Background: an optimization exercise with open tools, aiming at small area, a short achievable clock period and few clock cycles per item. Do not read the settings as production practice. Only simulation tests tie the RTL to the original design; equivalence was not proved. Power and IR drop assume default switching activity.

Setup of v26:
Design display_test_pattern_generator, start of the top module:
module display_test_pattern_generator (
  input  wire logic                           clk,
  input  wire logic                           rst_n,
  input  wire logic                           cfg_we,
  input  wire logic [dtpg_pkg::CFG_IDX_W-1:0] cfg_index,
  input  wire logic [dtpg_pkg::CFG_DAT_W-1:0] cfg_wdata,
  input  wire logic                           in_tvalid,
  output logic                                in_tready,
  input  wire logic [7:0]                     in_tdata,    
  output logic                                out_tvalid,
  input  wire logic                           out_tready,
  output logic [63:0]                         out_tdata,
  output logic                                out_tlast    
);
  logic           out_free, emit, emit_rst;
  dtpg_pkg::seq_t seq;
  dtpg_ctrl u_ctrl (
    .clk        (clk),
    .rst_n      (rst_n),
    .cfg_we     (cfg_we),
    .cfg_index  (cfg_index),
    .in_tvalid  (in_tvalid),
    .in_tready  (in_tready),
    .in_restart (in_tdata[0]),
  ...
Settings: LEC_CHECK=0, ABC_CLOCK_PERIOD_IN_PS=2500, CAP_MARGIN=20, CORE_MARGIN=2, CORE_UTILIZATION=40, SETUP_SLACK_MARGIN=4.2, SLEW_MARGIN=20; clock period 7.5 ns.
run.sh (not shown) runs the stock make flow with config.mk's settings and CLKGATE_MAP_FILE= SYNTH_SCRIPT=/design/flow/synth_recipe.tcl, a recipe that flattens the netlist after the stock synthesis.
Testbench counts of v26, summed over its fixed seeds: cycles 29,984, items 29,696.
Modified inputs, v1 compared to v26
- a deleted ABC_CLOCK_PERIOD_IN_PS that had been 2500
- a change of SETUP_SLACK_MARGIN from 4.2 to 3.9
Findings:
[compare] base=v26 new=v1: proportion of power drawn by the clock network did not really move, critical path depth went down. In the tables for v1 and v26, worst reg-to-reg setup slack reads lower with v1. Looking at number of vias per cell after detailed routing across v1 and v26, the one that comes out lower is v1. [v1 vs v26] final cycle utilization of the critical path: higher in v1.
Edits applied to the flow inputs when going from v1 to v34:
- SETUP_SLACK_MARGIN now 3.0, was 3.9
- ABC_CLOCK_PERIOD_IN_PS now 3000, previously not set
[summary]
v34 completed; timing, DRC and antenna clean. v34 vs v1: detailed router's first-iteration violation count down by more than 10%. Relative to v1, leakage power has gone down in v34. Clock latency at the later pin of the worst-skew pair: v34 < v1. When the final numbers for v1 and v34 were put side by side, the global-route usage turned out to be greater in v1. Relative to v1, final area has decreased by 5.1% in v34. When v34 is set beside v1, its worst setup slack turns out to be 770 ps smaller. On routed wire length per instance, the lower figure sits with v34, not v1. Where total design power is concerned, v1 is outperformed by v34. Re count of plain and timing-repair buffers in the layout: v1 was higher than v34. [compare] base=v1 new=v34: routed length on met1 dropped about 3.6%, routed wire length decreased 3.2 mm.

* * *

run a:
Another version of the RTL of display_test_pattern_generator (not shown whole).
Size in the first run: roughly 240 flip-flops.
Settings: LEC_CHECK=0, CAP_MARGIN=20, CORE_MARGIN=2, CORE_UTILIZATION=40, SETUP_SLACK_MARGIN=3.8, SLEW_MARGIN=20; clock period 7.5 ns.
Run a has completed all stages; timing, DRC and antenna checks passed.
Testbench counts of run a, summed over its fixed seeds: cycles 30,016, items 29,696.
Inputs modified between run a and run b:
--- a/flow/config.mk
+++ b/flow/config.mk
@@ -9,4 +9,5 @@
 export CORE_MARGIN = 2
 export CORE_UTILIZATION = 40
-export SETUP_SLACK_MARGIN = 3.8
+export SETUP_SLACK_MARGIN = 4.2
 export SLEW_MARGIN = 20
+export TNS_END_PERCENT = 5
Notes after the runs:
Taking run a as the reference, in run b final non-filler cell area up 470 um2, share of the cycle needed by the critical path after routing lost 2.6 points. Run b finished all stages; the layout is clean. Sort run a and run b by clock network fraction of design power asc -> top: run a. Relative to run a, the wire length after detailed routing measured on run b has increased by a few percent. The fmax number comes out higher for run b vs run a.

* * *

run A:
Another version of the RTL of display_test_pattern_generator (not shown whole).
Size in the first run: ~1900 cells after synthesis, ~99 I/O pins.
export LEC_CHECK = 0
export CAP_MARGIN = 20
export CORE_MARGIN = 2
export CORE_UTILIZATION = 40
export SETUP_SLACK_MARGIN = 4.0
export SLEW_MARGIN = 20
export TNS_END_PERCENT = 5
create_clock -name core_clock -period 7.5 [get_ports {clk}]
standard.sh (not shown) runs the stock make flow with config.mk's settings and CLKGATE_MAP_FILE= SYNTH_SCRIPT=/design/flow/synth_recipe.tcl, a recipe that flattens the netlist after the stock synthesis.
==> flow/flow/run.sh <==
#!/bin/bash
# Standard layout (standard synthesis unchanged), with the port buffers made from plain
# buffers instead of the delay cells buffer_ports picks by default.
set -e
export BUFFER_PORTS_ARGS="-buffer_cell sky130_fd_sc_hd__buf_2"
bash standard.sh > standard.log 2>&1
Run A went all the way through synthesis, placement and routing and the layout is clean on timing, DRC and antenna.
Testbench counts of run A, summed over its fixed seeds: cycles 30,016, items 29,696.
[inputs] run B vs run A
# run A
export LEC_CHECK = 0
export CAP_MARGIN = 20
export CORE_MARGIN = 2
export CORE_UTILIZATION = 40
export SETUP_SLACK_MARGIN = 4.0
export SLEW_MARGIN = 20
export TNS_END_PERCENT = 5
create_clock -name core_clock -period 7.5 [get_ports {clk}]
# run B
export LEC_CHECK = 0
export CAP_MARGIN = 20
export CORE_MARGIN = 2
export CORE_UTILIZATION = 40
export SETUP_SLACK_MARGIN = 4.2
export SLEW_MARGIN = 20
export TNS_END_PERCENT = 5
create_clock -name core_clock -period 7.5 [get_ports {clk}]
==> flow/run.sh (new file) <==
#!/bin/bash
# synth_recipe.tcl (not shown) runs the flow's synth.tcl, then flattens the netlist and writes it again
# the make line also repeats each setting of config.mk as NAME=value (left out here)
make -C /OpenROAD-flow-scripts/flow DESIGN_CONFIG=/design/flow/config.mk WORK_HOME=/design/flow/orfs CLKGATE_MAP_FILE= SYNTH_SCRIPT=/design/flow/synth_recipe.tcl finish
removed: flow/flow/run.sh
removed: flow/standard.sh
### Flow results
When the final numbers for run B and run A were put side by side, the worst setup slack turned out to be smaller in run A. Taking run A over run B, the non-clock buffer count ratio works out to 0.68. Compared with run A, run B shows a proportion of cell area occupied by registers that is 1.4 points lower. Compared with run A, run B instantiates a larger number of standard cells. Global-route usage: run B > run A. STATUS minimum period implied by the final worst setup slack: run B wins against run A. Compared with run A, run B shows wire length higher by 1600 µm. On met3 usage in global routing, run B tracks run A almost exactly.
[inputs] run C vs run B
# run B
export LEC_CHECK = 0
export CAP_MARGIN = 20
export CORE_MARGIN = 2
export CORE_UTILIZATION = 40
export SETUP_SLACK_MARGIN = 4.2
export SLEW_MARGIN = 20
export TNS_END_PERCENT = 5
create_clock -name core_clock -period 7.5 [get_ports {clk}]
# run C
export LEC_CHECK = 0
export CAP_MARGIN = 20
export CORE_MARGIN = 2
export CORE_UTILIZATION = 40
export PLACE_DENSITY_LB_ADDON = 0.2
export SETUP_SLACK_MARGIN = 4.2
export SLEW_MARGIN = 20
export TNS_END_PERCENT = 5
create_clock -name core_clock -period 7.5 [get_ports {clk}]
==> flow/flow/run.sh (new file) <==
#!/bin/bash
# Standard layout (standard synthesis unchanged), with the port buffers made from plain
# buffers instead of the delay cells buffer_ports picks by default.
set -e
export BUFFER_PORTS_ARGS="-buffer_cell sky130_fd_sc_hd__buf_2"
export CTS_ARGS="-sink_clustering_enable -repair_clock_nets -dont_use_dummy_load"
bash standard.sh > standard.log 2>&1
==> flow/standard.sh (new file) <==
#!/bin/bash
# synth_recipe.tcl (not shown) runs the flow's synth.tcl, then flattens the netlist and writes it again
# the make line also repeats each setting of config.mk as NAME=value (left out here)
make -C /OpenROAD-flow-scripts/flow DESIGN_CONFIG=/design/flow/config.mk WORK_HOME=/design/flow/orfs CLKGATE_MAP_FILE= SYNTH_SCRIPT=/design/flow/synth_recipe.tcl "${@:-finish}"
removed: flow/run.sh
## What came out
Layout-stage area growth over the synthesis result in run C is 6.2 points lower than in run B. Diff run B -> run C: internal portion of total power shows a reduction of 5.4%; final instance area shows a reduction of 5.1%. The share of the cycle needed by the critical path after routing of run C falls short of that of run B by 0.18 points. Run C ended up with u_dp.bq_r[1] as its launching instance or port of the critical path; run B ended up with u_dp.mode_r[0]. For the clock group share of total power, run C came in 2.9 points lower than run B did. Number of multi-input logic gates essentially unchanged between run C and run B. STATUS final worst-path setup slack: run C wins against run B. On detailed-route vias per instance: run C sits below run B. The power in sequential cells on run B is in line with that on run C.

port drivers added, routing unchanged:
How much do the figures lean on ideal ports? The routed layouts below were timed once more, with nothing changed but the port constraints.
Step 1 sets driving cells, clkbuf_16 on the clock port and buf_2 on the other inputs (assumed; they add their load-dependent delay and slew).
Step 2 also shifts input and output timing later by t, the mid clock arrival at the registers, as if the neighbouring blocks saw the same clock.
Slacks: ideal ports / drivers / drivers and shift; pairs: ideal ports / drivers.
| run | t (ns) | slack for setup (ns) | hold WS [ns] | worst setup path after step 2 | clock arrival spread, ns |
|---|---|---|---|---|---|
| v26 | 0.648 | 3.998 / 3.981 / 3.588 | 0.467 / 0.467 / 0.467 | input to register | 0.026 / 0.026 |
| v1 | 0.634 | 3.861 / 3.803 / 3.340 | 0.465 / 0.465 / 0.465 | input to register | 0.038 / 0.038 |
| v34 | 0.624 | 3.096 / 3.132 / 2.508 | 0.465 / 0.465 / 0.465 | input to register | 0.015 / 0.014 |
| run a of note 2 | 0.619 | 3.856 / 3.800 / 3.330 | 0.471 / 0.471 / 0.471 | input to register | 0.027 / 0.027 |
| run b of note 2 | 0.621 | 4.051 / 3.998 / 3.469 | 0.463 / 0.463 / 0.463 | input to register | 0.011 / 0.011 |
| run A of note 3 | 0.625 | 3.949 / 3.891 / 3.470 | 0.466 / 0.466 / 0.466 | input to register | 0.022 / 0.022 |
| run B of note 3 | 0.619 | 4.111 / 4.054 / 3.560 | 0.473 / 0.473 / 0.473 | input to register | 0.019 / 0.019 |
| run C of note 3 | 0.602 | 4.125 / 4.070 / 3.642 | 0.467 / 0.467 / 0.467 | input to register | 0.042 / 0.042 |
After both steps setup and hold are still met in every run listed. For v34, which loses most, drivers alone change the setup slack by +0.036 ns; drivers and shift together by -0.588 ns.
